Context: an optimization exercise on an open-source flow, tuned for small area, a short achievable clock period and few clock cycles. The choices shown serve that exercise and are no tape-out recipe. RTL that was checked went through simulation tests only; none was proved equivalent to the original. No activity file was given, so power comes from the tool's default toggle rates.

==> flow/design.v (excerpt) <==
module round_filtered_step_chaser_core (
	input  logic        clk,
	input  logic        arst_n,
	input  logic        cfg_we,
	input  logic [4:0]  cfg_wdata,
	input  logic        s_tvalid,
	output logic        s_tready,
	input  logic [1:0]  s_tuser,
	input  logic [71:0] s_tdata,
	output logic        m_tvalid,
	input  logic        m_tready,
	output logic [1:0]  m_tuser,
	output logic [23:0] m_tdata,
	output logic        m_tlast
);
	localparam logic [14:0] RN_TOP = 15'h7fff;
	logic [15:0] t_dm  [16];   
	logic [14:0] t_lo  [16];
	logic [14:0] t_hi  [16];
	logic [1:0]  t_fl  [16];
	logic [3:0]  last_q;       
	logic        playing_q;
	logic        srch_q;       
	logic        stale_q;      
	logic        rdy_q;        
	logic        fin_q;        
	logic        dq_q;         
	logic [7:0]  cnt_q;        
	logic [16:0] el_q;
	logic        sat_q;        
	logic [17:0] rem_q;        
	logic        dfl_q;        
	logic [3:0]  cp_q;         
	logic [15:0] ch_q;
	logic [14:0] cr_q;
	logic        inc_q;        
	logic [14:0] clo_q;        
  ...
clock: 5.0 ns
lec_check: 0
cap_margin: 20
core_margin: 2
core_utilization: 40
cts_cluster_diameter: 100
cts_cluster_size: 24
setup_slack_margin: 2.4
slew_margin: 20
tns_end_percent: 5
run.sh (not shown) runs the stock make flow with config.mk's settings and CLKGATE_MAP_FILE= SYNTH_SCRIPT=/design/flow/synth_recipe.tcl, a recipe that flattens the netlist after the stock synthesis.
The first run finished with timing, DRC and antenna clean.
Testbench counts at the start, summed over its fixed seeds: cycles 11,059.
Then changed:
- ABC_AREA: not set -> 1
- SETUP_SLACK_MARGIN: 2.4 -> 2.3
- TNS_END_PERCENT: 5 -> not set
What happened: Non-clock buffer count fell by 57; synthesized cell count rises by a quarter to a third; worst hold slack is worse by 0.067 ns; design area came out higher by a few percent; register-to-register slack improved by 0.14 ns; sequential share of layout area decreases by 2.2 points; total power shrinks by a few percent; die area rises by a few percent; combinational power went down by a few percent; wire length is higher by a few percent.

========
== alpha ==
round_filtered_step_chaser_core, a different RTL version from the one above (not shown whole).
Size: about 3000 cells after synthesis, about 930 flip-flops, ~110 I/O pins.
make LEC_CHECK=0 CAP_MARGIN=20 CORE_MARGIN=2 CORE_UTILIZATION=40 CTS_BUF_LIST='sky130_fd_sc_hd__clkbuf_4 sky130_fd_sc_hd__clkbuf_8' SETUP_SLACK_MARGIN=2.1 SLEW_MARGIN=20 finish   # period 5.0 ns
Testbench counts of alpha, summed over its fixed seeds: cycles 11,059.
The inputs of beta differ from those of alpha as listed below.
- an added CTS_CLUSTER_SIZE of 30
- a deleted CTS_BUF_LIST that had been sky130_fd_sc_hd__clkbuf_4 sky130_fd_sc_hd__clkbuf_8
- an added CTS_CLUSTER_DIAMETER of 100
### Flow results
- In the reports for alpha and beta, the larger clock period minus final worst setup slack belongs to alpha.
- Comparing alpha and beta, the lower worst hold slack is on alpha.
- alpha consumes more power than beta.
- Of alpha and beta, the higher number of antenna diodes belongs to alpha.
- Against alpha, detailed-route wire length in beta fell slightly.
- Global-route wire length before repair delta (beta − alpha): favourable

========
== v39 ==
Another version of the RTL of round_filtered_step_chaser_core (not shown whole).
Size in the first run: ~3100 cells after synthesis, about 940 flip-flops, ~110 I/O pins, ~41000 um^2 of cells after synthesis.
export LEC_CHECK = 0
export CAP_MARGIN = 20
export CORE_MARGIN = 2
export CORE_UTILIZATION = 40
export CTS_BUF_LIST = sky130_fd_sc_hd__clkbuf_4 sky130_fd_sc_hd__clkbuf_8
export SETUP_SLACK_MARGIN = 2.1
export SLEW_MARGIN = 20
create_clock -name core_clock -period 5.0 [get_ports {clk}]
The following lists how v23 was set up differently from v39:
- setting CTS_CLUSTER_DIAMETER to 100 for the first time
- setting CTS_CLUSTER_SIZE to 24 for the first time
- removing CTS_BUF_LIST (formerly sky130_fd_sc_hd__clkbuf_4 sky130_fd_sc_hd__clkbuf_8)
## What came out
Going from v39 to v23, met1 track utilization from global routing moved up; portion of total power attributed to combinational logic moved up; routed length per instance moved up; total non-filler cell area in the finished layout moved down.
v23 against v39; routed length on met3 is down slightly.
No run of this note included a check of the RTL's function; only the layout flow was run.

========
Setup of run E:
RTL: one of the versions met above, not the one the previous note started from.
Size in the first run: ~3900 cells after synthesis, about 930 flip-flops.
export LEC_CHECK = 0
export ABC_AREA = 1
export CAP_MARGIN = 20
export CORE_MARGIN = 2
export CORE_UTILIZATION = 50
export CTS_CLUSTER_DIAMETER = 100
export CTS_CLUSTER_SIZE = 24
export SETUP_SLACK_MARGIN = 2.1
export SLEW_MARGIN = 20
create_clock -name core_clock -period 5.0 [get_ports {clk}]
Testbench counts of run E, summed over its fixed seeds: cycles 11,059.
### run E -> run A
diff --git a/flow/config.mk b/flow/config.mk
--- a/flow/config.mk
+++ b/flow/config.mk
@@ -9,7 +9,7 @@
 export CAP_MARGIN = 20
 export CORE_MARGIN = 2
-export CORE_UTILIZATION = 50
+export CORE_UTILIZATION = 40
 export CTS_CLUSTER_DIAMETER = 100
 export CTS_CLUSTER_SIZE = 24
-export SETUP_SLACK_MARGIN = 2.1
+export SETUP_SLACK_MARGIN = 2.2
 export SLEW_MARGIN = 20
Findings:
- All of run A and run E finish clean.
- Sequential share of power: higher on run E
- The maximum clock frequency of run A is higher than that of run E.
- Relative to run E, via total after detailed routing increased by about 2.8% in run A.
- Re cell count: run A is 5.2% up on run E.
- Comparing run A and run E, the lower minimum setup slack in the final design was measured on run E.
- Summary of the comparison: part of the cycle the worst path needs is lower in run A, relative to run E.

========
== P ==
Starting RTL as in the previous note.
export LEC_CHECK = 0
export ABC_AREA = 1
export CAP_MARGIN = 20
export CORE_MARGIN = 2
export CORE_UTILIZATION = 40
export CTS_CLUSTER_DIAMETER = 100
export CTS_CLUSTER_SIZE = 24
export SETUP_SLACK_MARGIN = 2.4
export SLEW_MARGIN = 20
create_clock -name core_clock -period 5.0 [get_ports {clk}]
P: done, clean on timing, DRC and antenna
Testbench counts of P, summed over its fixed seeds: cycles 11,059.
What Q does differently from P at the input level:
# P
export LEC_CHECK = 0
export ABC_AREA = 1
export CAP_MARGIN = 20
export CORE_MARGIN = 2
export CORE_UTILIZATION = 40
export CTS_CLUSTER_DIAMETER = 100
export CTS_CLUSTER_SIZE = 24
export SETUP_SLACK_MARGIN = 2.4
export SLEW_MARGIN = 20
create_clock -name core_clock -period 5.0 [get_ports {clk}]
# Q
export LEC_CHECK = 0
export CAP_MARGIN = 20
export CORE_MARGIN = 2
export CORE_UTILIZATION = 40
export CTS_CLUSTER_DIAMETER = 100
export CTS_CLUSTER_SIZE = 24
export SETUP_SLACK_MARGIN = 2.1
export SLEW_MARGIN = 20
export TNS_END_PERCENT = 5
create_clock -name core_clock -period 5.0 [get_ports {clk}]
Notes after the runs:
Diff P -> Q: hold slack went up; final cell area excluding filler cells went down; simple-gate share of the synthesized area went down; post-DP HPWL went down. Power was lower in the run labelled Q. Q reports its end point of the critical path as t_lo[13][14] while P reports rem_q[16]. On clock buffer count in the final layout: between P and Q, it ends up lower for P.
Edits applied to the flow inputs when going from Q to R:
# Q
export LEC_CHECK = 0
export CAP_MARGIN = 20
export CORE_MARGIN = 2
export CORE_UTILIZATION = 40
export CTS_CLUSTER_DIAMETER = 100
export CTS_CLUSTER_SIZE = 24
export SETUP_SLACK_MARGIN = 2.1
export SLEW_MARGIN = 20
export TNS_END_PERCENT = 5
create_clock -name core_clock -period 5.0 [get_ports {clk}]
# R
export LEC_CHECK = 0
export ABC_AREA = 1
export CAP_MARGIN = 20
export CORE_MARGIN = 2
export CORE_UTILIZATION = 40
export CTS_CLUSTER_DIAMETER = 100
export CTS_CLUSTER_SIZE = 24
export SETUP_SLACK_MARGIN = 1.8
export SLEW_MARGIN = 20
create_clock -name core_clock -period 5.0 [get_ports {clk}]
==> summary.txt <==
- R vs Q: post-route minimum period up
- The maximum fanout encountered on the critical timing path number comes out higher for Q vs R.
- Total power of R is lower than that of Q.
- Going from Q to R, net switching power figure shrank by a few percent.
- Taking Q as the reference, in R share of the final layout cell area in sequential cells fell by 1.5 points; final worst-path cycle share essentially unchanged.
- Going from Q to R, the synthesized area was found to have gone up by about 4.6%.
- When the final numbers for Q and R were put side by side, the routed length per placed instance turned out to be smaller in R.
- Relative to Q, largest net degree at the start of global routing has increased by 2 in R.

[what the ideal ports hide]
No port has a modelled driver above. Below, the same layouts with a new extraction and two added sets of constraints.
Step 1, drivers: a clkbuf_16 drives clk and a buf_2 each remaining input, both assumed.
Step 2 adds t to the input delays and takes it off the output delays; t is the mean of the earliest and latest rising clock arrival at the registers after step 1. Input paths then give back, and output paths get back, about the clock's delay inside the block.
Slacks: ideal / step 1 / step 2; pairs: ideal / step 1.
run	t (ns)	setup WS [ns]	clock arrival spread, ns
the first run of note 1	0.701	2.014 / 2.014 / 1.573	0.038 / 0.039
the second run of note 1	0.711	2.150 / 2.150 / 1.569	0.062 / 0.062
alpha	0.874	1.933 / 1.933 / 1.316	0.035 / 0.034
beta	0.672	1.955 / 1.955 / 1.316	0.040 / 0.041
v39	0.885	1.955 / 1.955 / 1.159	0.043 / 0.044
v23	0.684	1.928 / 1.948 / 1.264	0.035 / 0.034
run E	0.706	2.121 / 2.121 / 1.526	0.034 / 0.033
run A	0.709	2.222 / 2.227 / 1.553	0.038 / 0.038
P	0.711	2.142 / 2.142 / 1.489	0.067 / 0.067
Q	0.701	1.914 / 1.925 / 1.255	0.048 / 0.048
R	0.711	1.909 / 1.928 / 1.243	0.058 / 0.059
After both steps every run listed still meets setup and hold. The setup slack of v39, which loses most, moves by 0.000 ns with the drivers and by -0.796 ns with both steps.
